What follows belongs to an exercise in optimizing a design on an open flow for small area, a short achievable clock period and few clock cycles; a production flow would make more cautious choices. Function was checked by simulation only, so behaviour that the tests miss may differ from the original.

<file path="flow/design.v">
package smac_pkg;
   localparam int IN_W      = 16;
   localparam int DT_W      = 20;
   localparam int DTC_W     = 15;
   localparam int INERTIA_W = 20;
   localparam int GAIN_W    = 24;
   localparam int POWER_W   = 31;
   localparam int SUM_W     = 56;
   localparam int NUM_W     = 56;
   localparam int MUL_W     = 32;
   localparam int TIME_W    = 20;
   localparam int CSR_AW    = 4;
   localparam int CSR_DW    = 32;
   localparam int FRAC_BITS_DEF = 10;
   localparam int WINDOW_US_DEF = 500000;
   localparam logic [63:0] PI_Q30 = 64'd3373259426;
   localparam logic [DTC_W-1:0] DT_MIN = DTC_W'(125);
   localparam logic [DTC_W-1:0] DT_MAX = DTC_W'(20000);
   localparam logic signed [IN_W-1:0] DRIVE_MAX = 16'sh7FFF;
   localparam logic signed [IN_W-1:0] DRIVE_MIN = 16'sh8000;
   localparam logic [INERTIA_W-1:0] INERTIA_ROLL_RST  = INERTIA_W'(20000);
   localparam logic [INERTIA_W-1:0] INERTIA_PITCH_RST = INERTIA_W'(20000);
   localparam logic [INERTIA_W-1:0] INERTIA_YAW_RST   = INERTIA_W'(40000);
   localparam logic [GAIN_W-1:0]    TORQUE_GAIN_RST   = GAIN_W'(250000);
   localparam logic [1:0] REG_INERTIA_ROLL  = 2'd0;
   localparam logic [1:0] REG_INERTIA_PITCH = 2'd1;
   localparam logic [1:0] REG_INERTIA_YAW   = 2'd2;
   localparam logic [1:0] REG_TORQUE_GAIN   = 2'd3;
endpackage
import smac_pkg::*;
module smac_mul (
   input  logic                                 clock,
   input  logic signed [smac_pkg::MUL_W-1:0]    op_a,
   input  logic signed [smac_pkg::MUL_W-1:0]    op_b,
   output logic signed [2*smac_pkg::MUL_W-1:0]  product
);
   logic signed [2*MUL_W-1:0] prod_ff;
   logic signed [2*MUL_W-1:0] prod_in;
   assign prod_in = op_a * op_b;
   always_ff @(posedge clock) begin
      prod_ff <= prod_in;
   end
   assign product = prod_ff;
endmodule
import smac_pkg::*;
module smac_div #(
   parameter int DIVD_W = smac_pkg::SUM_W,
   parameter int DVS_W  = smac_pkg::GAIN_W + smac_pkg::FRAC_BITS_DEF
) (
   input  logic              clock,
   input  logic              reset,
   input  logic              start,
   input  logic [DIVD_W-1:0] dividend,
   input  logic [DVS_W-1:0]  divisor,
   output logic              done,
   output logic [DIVD_W-1:0] quotient
);
   localparam int CNT_W = $clog2(DIVD_W);
   logic              busy_ff, busy_in;
   logic              done_ff, done_in;
   logic [CNT_W-1:0]  cnt_ff, cnt_in;
   logic [DVS_W-1:0]  rem_ff, rem_in;
   logic [DIVD_W-1:0] quo_ff, quo_in;
   logic [DVS_W-1:0]  dvs_ff, dvs_in;
   logic [DVS_W:0]    rem_sh;
   logic [DVS_W+1:0]  diff;
   always_comb begin
      busy_in = busy_ff;
      done_in = 1'b0;
      cnt_in  = cnt_ff;
      rem_in  = rem_ff;
      quo_in  = quo_ff;
      dvs_in  = dvs_ff;
      rem_sh  = {rem_ff, quo_ff[DIVD_W-1]};
      diff    = {1'b0, rem_sh} - {2'b00, dvs_ff};
      if (start) begin
         busy_in = 1'b1;
         cnt_in  = CNT_W'(DIVD_W - 1);
         rem_in  = '0;
         quo_in  = dividend;
         dvs_in  = divisor;
      end else if (busy_ff) begin
         if (!diff[DVS_W+1]) begin
            rem_in = diff[DVS_W-1:0];
            quo_in = {quo_ff[DIVD_W-2:0], 1'b1};
         end else begin
            rem_in = rem_sh[DVS_W-1:0];
            quo_in = {quo_ff[DIVD_W-2:0], 1'b0};
         end
         cnt_in = cnt_ff - CNT_W'(1);
         if (cnt_ff == '0) begin
            busy_in = 1'b0;
            done_in = 1'b1;
         end
      end
   end
   always_ff @(posedge clock) begin
      if (reset) begin
         busy_ff <= 1'b0;
         done_ff <= 1'b0;
      end else begin
         busy_ff <= busy_in;
         done_ff <= done_in;
      end
      cnt_ff <= cnt_in;
      rem_ff <= rem_in;
      quo_ff <= quo_in;
      dvs_ff <= dvs_in;
   end
   assign done     = done_ff;
   assign quotient = quo_ff;
endmodule
import smac_pkg::*;
module sliding_mode_attitude_control #(
   parameter int FRAC_BITS = smac_pkg::FRAC_BITS_DEF,
   parameter int WINDOW_US = smac_pkg::WINDOW_US_DEF
) (
   input  logic                                    clock,
   input  logic                                    reset,
   input  logic                                    req_valid,
   output logic                                    req_stall,
   input  logic signed [smac_pkg::IN_W-1:0]        req_roll_angle,
   input  logic signed [smac_pkg::IN_W-1:0]        req_pitch_angle,
   input  logic signed [smac_pkg::IN_W-1:0]        req_yaw_angle,
   input  logic signed [smac_pkg::IN_W-1:0]        req_roll_target,
   input  logic signed [smac_pkg::IN_W-1:0]        req_pitch_target,
   input  logic signed [smac_pkg::IN_W-1:0]        req_yaw_target,
   input  logic signed [smac_pkg::IN_W-1:0]        req_roll_rate,
   input  logic signed [smac_pkg::IN_W-1:0]        req_pitch_rate,
   input  logic signed [smac_pkg::IN_W-1:0]        req_yaw_rate,
   input  logic signed [smac_pkg::IN_W-1:0]        req_thrust_cmd,
   input  logic        [smac_pkg::DT_W-1:0]        req_elapsed_us,
   output logic                                    rsp_valid,
   input  logic                                    rsp_stall,
   output logic signed [smac_pkg::IN_W-1:0]        rsp_roll_drive,
   output logic signed [smac_pkg::IN_W-1:0]        rsp_pitch_drive,
   output logic signed [smac_pkg::IN_W-1:0]        rsp_yaw_drive,
   output logic signed [smac_pkg::IN_W-1:0]        rsp_throttle_drive,
   output logic                                    rsp_power_ready,
   output logic        [smac_pkg::POWER_W-1:0]     rsp_roll_power,
   output logic        [smac_pkg::POWER_W-1:0]     rsp_pitch_power,
   output logic        [smac_pkg::POWER_W-1:0]     rsp_yaw_power,
   output logic        [smac_pkg::POWER_W-1:0]     rsp_throttle_power,
   input  logic                                    psel,
   input  logic                                    penable,
   input  logic                                    pwrite,
   input  logic        [smac_pkg::CSR_AW-1:0]      paddr,
   input  logic        [smac_pkg::CSR_DW-1:0]      pwdata,
   output logic        [smac_pkg::CSR_DW-1:0]      prdata,
   output logic                                    pready
);
   localparam int DVS_W = GAIN_W + FRAC_BITS;
   localparam logic [16:0] PI_FLOOR = 17'(PI_Q30 >> (30 - FRAC_BITS));
   localparam logic signed [17:0] ONE_Q = 18'sd1 <<< FRAC_BITS;
   localparam logic [TIME_W-1:0] WINDOW_LIM = TIME_W'(WINDOW_US);
   localparam logic [3:0] ST_IDLE     = 4'd0;
   localparam logic [3:0] ST_AX_M0    = 4'd1;
   localparam logic [3:0] ST_AX_M1    = 4'd2;
   localparam logic [3:0] ST_AX_M2    = 4'd3;
   localparam logic [3:0] ST_AX_M3    = 4'd4;
   localparam logic [3:0] ST_AX_DIV   = 4'd5;
   localparam logic [3:0] ST_EN_M0    = 4'd6;
   localparam logic [3:0] ST_EN_M1    = 4'd7;
   localparam logic [3:0] ST_EN_M2    = 4'd8;
   localparam logic [3:0] ST_WIN      = 4'd9;
   localparam logic [3:0] ST_PW_START = 4'd10;
   localparam logic [3:0] ST_PW_DIV   = 4'd11;
   localparam logic [3:0] ST_OUT      = 4'd12;
   logic [INERTIA_W-1:0] ixx_ff, iyy_ff, izz_ff;
   logic [GAIN_W-1:0]    gain_ff;
   logic                 csr_wr;
   assign pready = 1'b1;
   assign csr_wr = psel && penable && pwrite;
   always_ff @(posedge clock) begin
      if (reset) begin
         ixx_ff  <= INERTIA_ROLL_RST;
         iyy_ff  <= INERTIA_PITCH_RST;
         izz_ff  <= INERTIA_YAW_RST;
         gain_ff <= TORQUE_GAIN_RST;
      end else if (csr_wr) begin
         unique case (paddr[3:2])
            REG_INERTIA_ROLL:  ixx_ff  <= pwdata[INERTIA_W-1:0];
            REG_INERTIA_PITCH: iyy_ff  <= pwdata[INERTIA_W-1:0];
            REG_INERTIA_YAW:   izz_ff  <= pwdata[INERTIA_W-1:0];
            REG_TORQUE_GAIN:   gain_ff <= pwdata[GAIN_W-1:0];
            default: ;
         endcase
      end
   end
   always_comb begin
      unique case (paddr[3:2])
         REG_INERTIA_ROLL:  prdata = CSR_DW'(ixx_ff);
         REG_INERTIA_PITCH: prdata = CSR_DW'(iyy_ff);
         REG_INERTIA_YAW:   prdata = CSR_DW'(izz_ff);
         REG_TORQUE_GAIN:   prdata = CSR_DW'(gain_ff);
         default:           prdata = '0;
      endcase
   end
   logic [3:0]                state_ff, state_in;
   logic [1:0]                axis_ff, axis_in;
   logic [1:0]                k_ff, k_in;
   logic [2:0][IN_W-1:0] ang_ff;
   logic [2:0][IN_W-1:0] ang_in;
   logic [2:0][IN_W-1:0] tgt_ff;
   logic [2:0][IN_W-1:0] tgt_in;
   logic [2:0][IN_W-1:0] rate_ff;
   logic [2:0][IN_W-1:0] rate_in;
   logic [3:0][IN_W-1:0] drv_ff;
   logic [3:0][IN_W-1:0] drv_in;
   logic [3:0][POWER_W-1:0] pw_ff;
   logic [3:0][POWER_W-1:0] pw_in;
   logic                      rdy_ff, rdy_in;
   logic [DTC_W-1:0]          dt_ff, dt_in;
   logic signed [NUM_W-1:0]   acc_ff, acc_in;
   logic                      neg_ff, neg_in;
   logic [3:0][SUM_W-1:0] sum_ff;
   logic [3:0][SUM_W-1:0] sum_in;
   logic [TIME_W-1:0]         time_ff, time_in;
   logic                      out_valid_ff, out_valid_in;
   logic [3:0][IN_W-1:0] out_drv_ff;
   logic [3:0][IN_W-1:0] out_drv_in;
   logic [3:0][POWER_W-1:0] out_pw_ff;
   logic [3:0][POWER_W-1:0] out_pw_in;
   logic                      out_rdy_ff, out_rdy_in;
   logic signed [MUL_W-1:0]   mul_a, mul_b;
   logic signed [2*MUL_W-1:0] prod;
   logic                      div_start, div_done;
   logic [SUM_W-1:0]          div_dvd, div_quo;
   logic [DVS_W-1:0]          div_dvs;
   smac_mul u_mul (
      .clock   (clock),
      .op_a    (mul_a),
      .op_b    (mul_b),
      .product (prod)
   );
   smac_div #(
      .DIVD_W (SUM_W),
      .DVS_W  (DVS_W)
   ) u_div (
      .clock    (clock),
      .reset    (reset),
      .start    (div_start),
      .dividend (div_dvd),
      .divisor  (div_dvs),
      .done     (div_done),
      .quotient (div_quo)
   );
   logic signed [IN_W-1:0]      ang_sel, tgt_sel, rate_sel, r1_sel, r2_sel;
   logic [INERTIA_W-1:0]        inertia_sel;
   logic signed [INERTIA_W:0]   cross_sel;
   logic signed [16:0]          z_c;
   logic signed [17:0]          s_c, sg_c;
   logic signed [18:0]          term_c;
   logic signed [NUM_W-1:0]     num_c;
   logic [NUM_W-1:0]            num_mag;
   logic signed [IN_W-1:0]      sat_c;
   logic [16:0]                 qlo;
   logic [DTC_W-1:0]            dt_clamp;
   logic [TIME_W-1:0]           time_new;
   always_comb begin
      case (axis_ff)
         2'd0: begin
            ang_sel = ang_ff[0]; tgt_sel = tgt_ff[0]; rate_sel = rate_ff[0];
            inertia_sel = ixx_ff;
            cross_sel = $signed({1'b0, iyy_ff}) - $signed({1'b0, izz_ff});
            r1_sel = rate_ff[1]; r2_sel = rate_ff[2];
         end
         2'd1: begin
            ang_sel = ang_ff[1]; tgt_sel = tgt_ff[1]; rate_sel = rate_ff[1];
            inertia_sel = iyy_ff;
            cross_sel = $signed({1'b0, izz_ff}) - $signed({1'b0, ixx_ff});
            r1_sel = rate_ff[0]; r2_sel = rate_ff[2];
         end
         default: begin
            ang_sel = ang_ff[2]; tgt_sel = tgt_ff[2]; rate_sel = rate_ff[2];
            inertia_sel = izz_ff;
            cross_sel = $signed({1'b0, ixx_ff}) - $signed({1'b0, iyy_ff});
            r1_sel = rate_ff[0]; r2_sel = rate_ff[1];
         end
      endcase
      z_c  = 17'(tgt_sel) - 17'(ang_sel);
      s_c  = 18'(rate_sel) - 18'(z_c);
      sg_c = (s_c > 0) ? ONE_Q : ((s_c < 0) ? -ONE_Q : 18'sd0);
      term_c = -(19'(sg_c)) - 19'(s_c) - 19'(rate_sel);
   end
   assign num_c   = acc_ff - $signed(prod[NUM_W-1:0]);
   assign num_mag = num_c[NUM_W-1] ? NUM_W'(-num_c) : NUM_W'(num_c);
   assign qlo = div_quo[16:0];
   always_comb begin
      if (neg_ff) begin
         sat_c = (div_quo > SUM_W'(32768)) ? DRIVE_MIN : IN_W'(17'd0 - qlo);
      end else begin
         sat_c = (div_quo > SUM_W'(32767)) ? DRIVE_MAX : $signed(div_quo[IN_W-1:0]);
      end
   end
   assign dt_clamp = (req_elapsed_us < DT_W'(DT_MIN)) ? DT_MIN :
                     (req_elapsed_us > DT_W'(DT_MAX)) ? DT_MAX :
                     req_elapsed_us[DTC_W-1:0];
   assign time_new = time_ff + TIME_W'(dt_ff);
   always_comb begin
      unique case (state_ff)
         ST_AX_M0: begin
            mul_a = MUL_W'($signed({1'b0, inertia_sel}));
            mul_b = MUL_W'(term_c);
         end
         ST_AX_M1: begin
            mul_a = MUL_W'(r1_sel);
            mul_b = MUL_W'(r2_sel);
         end
         ST_AX_M2: begin
            mul_a = MUL_W'(cross_sel);
            mul_b = prod[MUL_W-1:0];
         end
         ST_EN_M0: begin
            mul_a = MUL_W'($signed(drv_ff[k_ff]));
            mul_b = MUL_W'($signed(drv_ff[k_ff]));
         end
         ST_EN_M1: begin
            mul_a = prod[MUL_W-1:0];
            mul_b = MUL_W'($signed({1'b0, dt_ff}));
         end
         default: begin
            mul_a = '0;
            mul_b = '0;
         end
      endcase
   end
   always_comb begin
      state_in  = state_ff;
      axis_in   = axis_ff;
      k_in      = k_ff;
      ang_in    = ang_ff;
      tgt_in    = tgt_ff;
      rate_in   = rate_ff;
      drv_in    = drv_ff;
      pw_in     = pw_ff;
      rdy_in    = rdy_ff;
      dt_in     = dt_ff;
      acc_in    = acc_ff;
      neg_in    = neg_ff;
      sum_in    = sum_ff;
      time_in   = time_ff;
      div_start = 1'b0;
      div_dvd   = NUM_W'(num_mag);
      div_dvs   = {gain_ff, {FRAC_BITS{1'b0}}};
      out_valid_in = out_valid_ff && rsp_stall;
      out_drv_in   = out_drv_ff;
      out_pw_in    = out_pw_ff;
      out_rdy_in   = out_rdy_ff;
      unique case (state_ff)
         ST_IDLE: begin
            if (req_valid) begin
               ang_in[0]  = req_roll_angle;
               ang_in[1]  = req_pitch_angle;
               ang_in[2]  = req_yaw_angle;
               tgt_in[0]  = ($signed({req_roll_target[15], req_roll_target[15],
                             req_roll_target}) <= $signed({1'b0, PI_FLOOR}))
                             ? req_roll_target : '0;
               tgt_in[1]  = ($signed({req_pitch_target[15], req_pitch_target[15],
                             req_pitch_target}) <= $signed({1'b0, PI_FLOOR}))
                             ? req_pitch_target : '0;
               tgt_in[2]  = ($signed({req_yaw_target[15], req_yaw_target[15],
                             req_yaw_target}) <= $signed({1'b0, PI_FLOOR}))
                             ? req_yaw_target : '0;
               rate_in[0] = req_roll_rate;
               rate_in[1] = req_pitch_rate;
               rate_in[2] = req_yaw_rate;
               drv_in[3]  = req_thrust_cmd;
               dt_in      = dt_clamp;
               axis_in    = 2'd0;
               state_in   = ST_AX_M0;
            end
         end
         ST_AX_M0: state_in = ST_AX_M1;
         ST_AX_M1: begin
            acc_in   = $signed(prod[NUM_W-1:0]) <<< FRAC_BITS;
            state_in = ST_AX_M2;
         end
         ST_AX_M2: state_in = ST_AX_M3;
         ST_AX_M3: begin
            if (gain_ff == '0) begin
               drv_in[axis_ff] = (num_c > 0) ? DRIVE_MAX :
                                 ((num_c < 0) ? DRIVE_MIN : '0);
               if (axis_ff == 2'd2) begin
                  k_in     = 2'd0;
                  state_in = ST_EN_M0;
               end else begin
                  axis_in  = axis_ff + 2'd1;
                  state_in = ST_AX_M0;
               end
            end else begin
               neg_in    = num_c[NUM_W-1];
               div_start = 1'b1;
               state_in  = ST_AX_DIV;
            end
         end
         ST_AX_DIV: begin
            if (div_done) begin
               drv_in[axis_ff] = sat_c;
               if (axis_ff == 2'd2) begin
                  k_in     = 2'd0;
                  state_in = ST_EN_M0;
               end else begin
                  axis_in  = axis_ff + 2'd1;
                  state_in = ST_AX_M0;
               end
            end
         end
         ST_EN_M0: state_in = ST_EN_M1;
         ST_EN_M1: state_in = ST_EN_M2;
         ST_EN_M2: begin
            sum_in[k_ff] = sum_ff[k_ff] + prod[SUM_W-1:0];
            if (k_ff == 2'd3) begin
               state_in = ST_WIN;
            end else begin
               k_in     = k_ff + 2'd1;
               state_in = ST_EN_M0;
            end
         end
         ST_WIN: begin
            time_in = time_new;
            if (time_new > WINDOW_LIM) begin
               rdy_in   = 1'b1;
               k_in     = 2'd0;
               state_in = ST_PW_START;
            end else begin
               rdy_in   = 1'b0;
               pw_in    = '0;
               state_in = ST_OUT;
            end
         end
         ST_PW_START: begin
            div_dvd   = sum_ff[k_ff];
            div_dvs   = DVS_W'(time_ff);
            div_start = 1'b1;
            state_in  = ST_PW_DIV;
         end
         ST_PW_DIV: begin
            if (div_done) begin
               pw_in[k_ff]  = div_quo[POWER_W-1:0];
               sum_in[k_ff] = '0;
               if (k_ff == 2'd3) begin
                  time_in  = '0;
                  state_in = ST_OUT;
               end else begin
                  k_in     = k_ff + 2'd1;
                  state_in = ST_PW_START;
               end
            end
         end
         ST_OUT: begin
            if (!out_valid_ff || !rsp_stall) begin
               out_valid_in = 1'b1;
               out_drv_in   = drv_ff;
               out_pw_in    = pw_ff;
               out_rdy_in   = rdy_ff;
               state_in     = ST_IDLE;
            end
         end
         default: state_in = ST_IDLE;
      endcase
   end
   always_ff @(posedge clock) begin
      if (reset) begin
         state_ff     <= ST_IDLE;
         out_valid_ff <= 1'b0;
         sum_ff       <= '0;
         time_ff      <= '0;
      end else begin
         state_ff     <= state_in;
         out_valid_ff <= out_valid_in;
         sum_ff       <= sum_in;
         time_ff      <= time_in;
      end
      axis_ff    <= axis_in;
      k_ff       <= k_in;
      ang_ff     <= ang_in;
      tgt_ff     <= tgt_in;
      rate_ff    <= rate_in;
      drv_ff     <= drv_in;
      pw_ff      <= pw_in;
      rdy_ff     <= rdy_in;
      dt_ff      <= dt_in;
      acc_ff     <= acc_in;
      neg_ff     <= neg_in;
      out_drv_ff <= out_drv_in;
      out_pw_ff  <= out_pw_in;
      out_rdy_ff <= out_rdy_in;
   end
   assign req_stall          = (state_ff != ST_IDLE);
   assign rsp_valid          = out_valid_ff;
   assign rsp_roll_drive     = out_drv_ff[0];
   assign rsp_pitch_drive    = out_drv_ff[1];
   assign rsp_yaw_drive      = out_drv_ff[2];
   assign rsp_throttle_drive = out_drv_ff[3];
   assign rsp_power_ready    = out_rdy_ff;
   assign rsp_roll_power     = out_pw_ff[0];
   assign rsp_pitch_power    = out_pw_ff[1];
   assign rsp_yaw_power      = out_pw_ff[2];
   assign rsp_throttle_power = out_pw_ff[3];
endmodule
</file>
<file path="flow/run.sh">
#!/bin/bash
# synth_recipe.tcl (not shown) runs the flow's synth.tcl, then flattens the netlist and writes it again
# the make line also repeats each setting of config.mk as NAME=value (left out here)
make -C /OpenROAD-flow-scripts/flow DESIGN_CONFIG=/design/flow/config.mk WORK_HOME=/design/flow/orfs CLKGATE_MAP_FILE= SYNTH_SCRIPT=/design/flow/synth_recipe.tcl finish
</file>
<file path="flow/config.mk">
export PLATFORM = sky130hd
export DESIGN_NAME = sliding_mode_attitude_control
export DESIGN_NICKNAME = sliding_mode_attitude_control
export VERILOG_FILES = /design/flow/design.v
export SDC_FILE = /design/flow/constraint.sdc
export NUM_CORES = 4
export LEC_CHECK = 0
export CAP_MARGIN = 20
export CORE_MARGIN = 8
export CORE_UTILIZATION = 40
export SLEW_MARGIN = 20
</file>
<file path="flow/constraint.sdc">
create_clock -name core_clock -period 20.0 [get_ports {clock}]
set_input_delay 4.0000 -clock core_clock [delete_from_list [all_inputs] [get_ports {clock}]]
set_output_delay 4.0000 -clock core_clock [all_outputs]
set_load 0.01 [all_outputs]
</file>
==> flow_metrics.env <==
export IMPL_tightestPinTransition_ps=1172
export IMPL_register_area_um2=28990
export IMPL_fmax_mhz=54.41
export IMPL_layout_commonest_cell="inv_1"
export IMPL_post_cts_buffers=0
export IMPL_drv_cap=0
export IMPL_cts_hold_buf=0
export IMPL_critPathKind="reg2reg"
export IMPL_gp_congestion=0.9736
export IMPL_rsz0062_at_grt="no"
export IMPL_cp_slowest_cell="nor2_4"
export IMPL_drtAntennaViolNets=0
export IMPL_wl_per_cell_um=24.92
export IMPL_synth_seq_cells=1109
export IMPL_cp_common_cell="fa_1"
export IMPL_fin_nets=11920
export IMPL_cts_sinks=1109
export IMPL_status="no timing/DRC/antenna violations"
export IMPL_multiInputGateArea_um2=59690
export IMPL_viasPerCell=5.745
export IMPL_synth_area_um2=95600
export IMPL_ys_seq_area_share_pct=30.32
export IMPL_fin_area_um2=107200
export IMPL_setup_violations=0
export IMPL_grt_pass1_vias=78830
export IMPL_io_buffers=427
export IMPL_dp_hpwl_mm=255.4
export IMPL_drt_wl_total_mm=336.2
export IMPL_tns_ps=0
export IMPL_slew_headroom_pct=21.03
export IMPL_root_buffer="clkbuf_16"
export IMPL_final_layout_size_suffix_gt1_share_pct=5.804
export IMPL_slew_viol_final=0
export IMPL_die_area_um2=254900
export IMPL_dr_pass1_iters=9
export IMPL_netlist_instances=10050
export IMPL_grt_ovfl_total=0
export IMPL_max_stage_delay_ps=770
export IMPL_worst_ep_arrival_time_ps=18980
export IMPL_h_tree_depth=3
export IMPL_synthArstFlopShare_pct=0
export IMPL_core_area_um2=237900
export IMPL_syn_avg_cell_area_um2=9.508
export IMPL_worstPathRequired_ps=20600
export IMPL_placed_cell_area_um2=103400
export IMPL_critical_path_max_fanout=38
export IMPL_layout_common_cells="inv_1 (1,376), nand2_1 (1,354), fa_1 (1,013)"
export IMPL_area_growth_pct=12.16
export IMPL_initial_utilization_pct=40.19
export IMPL_drc=0
export IMPL_cts_resized=0
export IMPL_grt_max_degree=160
export IMPL_drt_iter0_drc=7740
export IMPL_grt_pass1_wl_mm=504.9
export IMPL_clk_latency_ps=800
export IMPL_tritoncts="done"
export IMPL_clk_pin_slew_ps=70
export IMPL_fin_skew_ps=92.88
export IMPL_ys_warn_count=3
export IMPL_antenna_found_initial=24
export IMPL_whs_ps=432.9
export IMPL_fin_crit_ps=18380
export IMPL_numCtsBuffers=115
export IMPL_io_pins=447
export IMPL_worst_setup_path_start_kind="flop"
export IMPL_route_vias_total=77500
export IMPL_clockBufferDepth=3
export IMPL_hp_class="reg2reg"
export IMPL_yosys_most_used_dff="edfxtp_1"
export IMPL_grt_util_all_layers_pct=25.66
export IMPL_num_rows=179
export IMPL_min_period_over_period_pct=91.89
export IMPL_cp_end_kind="flop"
export IMPL_n_fill_cell=22590
export IMPL_die_width_um=504.9
export IMPL_finalHoldViolations=0
export IMPL_fp_dieH_um=504.9
export IMPL_synth_edf_count=678
export IMPL_netlist_cell_type_count=114
==> critical path: cells and delay by family (launching register included) <==
family / cells / cell delay [ps]
flip-flops: 1 / 590
buffers and inverters: 8 / 910
AO/OA/AOI/OAI: 25 / 5780
XOR/XNOR: 2 / 890
AND/OR/NAND/NOR: 9 / 3180
adder cells (fa/ha/maj): 16 / 6720
==> synthesized netlist by cell type (92+ instances only) <==
master	number	area share (%)
nor2b_1	172	1.1
clkbuf_1	474	1.9
dfxtp_1	431	9.0
a21oi_1	573	3.0
ha_1	461	6.0
inv_1	1378	5.4
nor2_1	634	2.5
a22o_1	141	1.3
nand2_1	1358	5.3
xnor2_1	207	1.9
o21ai_0	384	2.0
nor3_1	111	0.58
a21o_1	186	1.5
fa_1	1013	21
mux4_2	97	2.3
and2_1	249	1.6
edfxtp_1	678	21
a22oi_1	186	1.5
xor2_1	105	0.96
nand3_1	92	0.48
==> worst paths after layout <==
path	from	end	slack [ps]	depth (start not counted)
min reg2reg	pw_ff[68]	out_pw_ff[68]	430	0
max	axis_ff[0]	u_mul.prod_ff[54]	1620	60
min	pw_ff[68]	out_pw_ff[68]	430	0
max reg2reg	axis_ff[0]	u_mul.prod_ff[54]	1620	60
==> layer usage <==
metal,track usage [%],wire (um)
met2,40.66,150500
met1,33.99,137200
met5,0,35
met3,5.789,31880
met4,10.71,16600
==> registers in the layout, summed over array words and instances, names as in the netlist, 15 cells and up <==
name / count
rate_ff: 48
out_pw_ff: 124
ixx_ff: 20
iyy_ff: 20
gain_ff: 24
u_div.quo_ff: 56
u_div.dvs_ff: 34
out_drv_ff: 64
time_ff: 20
dt_ff: 15
sum_ff: 224
drv_ff: 64
ang_ff: 48
pw_ff: 124
u_div.rem_ff: 34
acc_ff: 46
u_mul.prod_ff: 56
tgt_ff: 48
izz_ff: 20
==> logic make-up after synthesis <==
group | after synthesis | share of synthesized area (%)
compound gates | 2127 | 14.84
flops | 1109 | 30.32
xor+xnor | 315 | 2.923
simple gates | 2940 | 14.07
mux | 156 | 2.908
fa+ha+maj | 1474 | 27.25
buf+inv | 1931 | 7.675
other cells | 2 | 0.007856
==> per-stage QoR <==
| step | instances | util (%) | setup slack, ps |
|---|---|---|---|
| after global placement | 13270 | 43.43 | 2051 |
| after global routing | 13490 | 45.08 | 439.0 |
| after CTS | 13490 | 45.07 | 1835 |
| after floorplan | 10060 | - | 3976 |
| final | 13490 | 45.08 | 1622 |
| after detailed placement | 13270 | 43.46 | 1950 |
==> area by class of cell <==
cell class / instances / share of cell area, %
sequential: 1109 / 27.04
multi-input combinational: 7021 / 55.67
clock inverter: 68 / 0.6558
antenna: 3 / 0.007002
timing repair buffer: 589 / 5.178
clock buffer: 149 / 2.909
inverter: 1384 / 4.847
tap: 3167 / 3.696
Testbench counts, summed over its fixed seeds: cycles 477,064.

==> port drivers added, routing unchanged <==
The results above use ideal ports. As a check the final layout listed here was re-extracted and re-timed, cells and wires unchanged.
Step 1 (the two cells are an assumption about what drives the block):
set clk [get_ports {clock}]
set_driving_cell -lib_cell sky130_fd_sc_hd__clkbuf_16 $clk
set_driving_cell -lib_cell sky130_fd_sc_hd__buf_2 [delete_from_list [all_inputs] $clk]
Step 2, shift: input delay + t, output delay - t, t = (earliest + latest rising clock arrival at the registers) / 2. This alone moves slack from input paths to output paths.
Slacks: no drivers / after step 1 / after step 2; pairs: no drivers / after step 1.
t (ns): 0.848
slack for setup (ns): 1.622 / 1.622 / 1.622
worst setup path after step 2: register to register
pins driven straight from the clock port: 1
After both steps setup and hold are still met in this run. For this run, drivers alone change the setup slack by 0.000 ns; drivers and shift together by 0.000 ns.
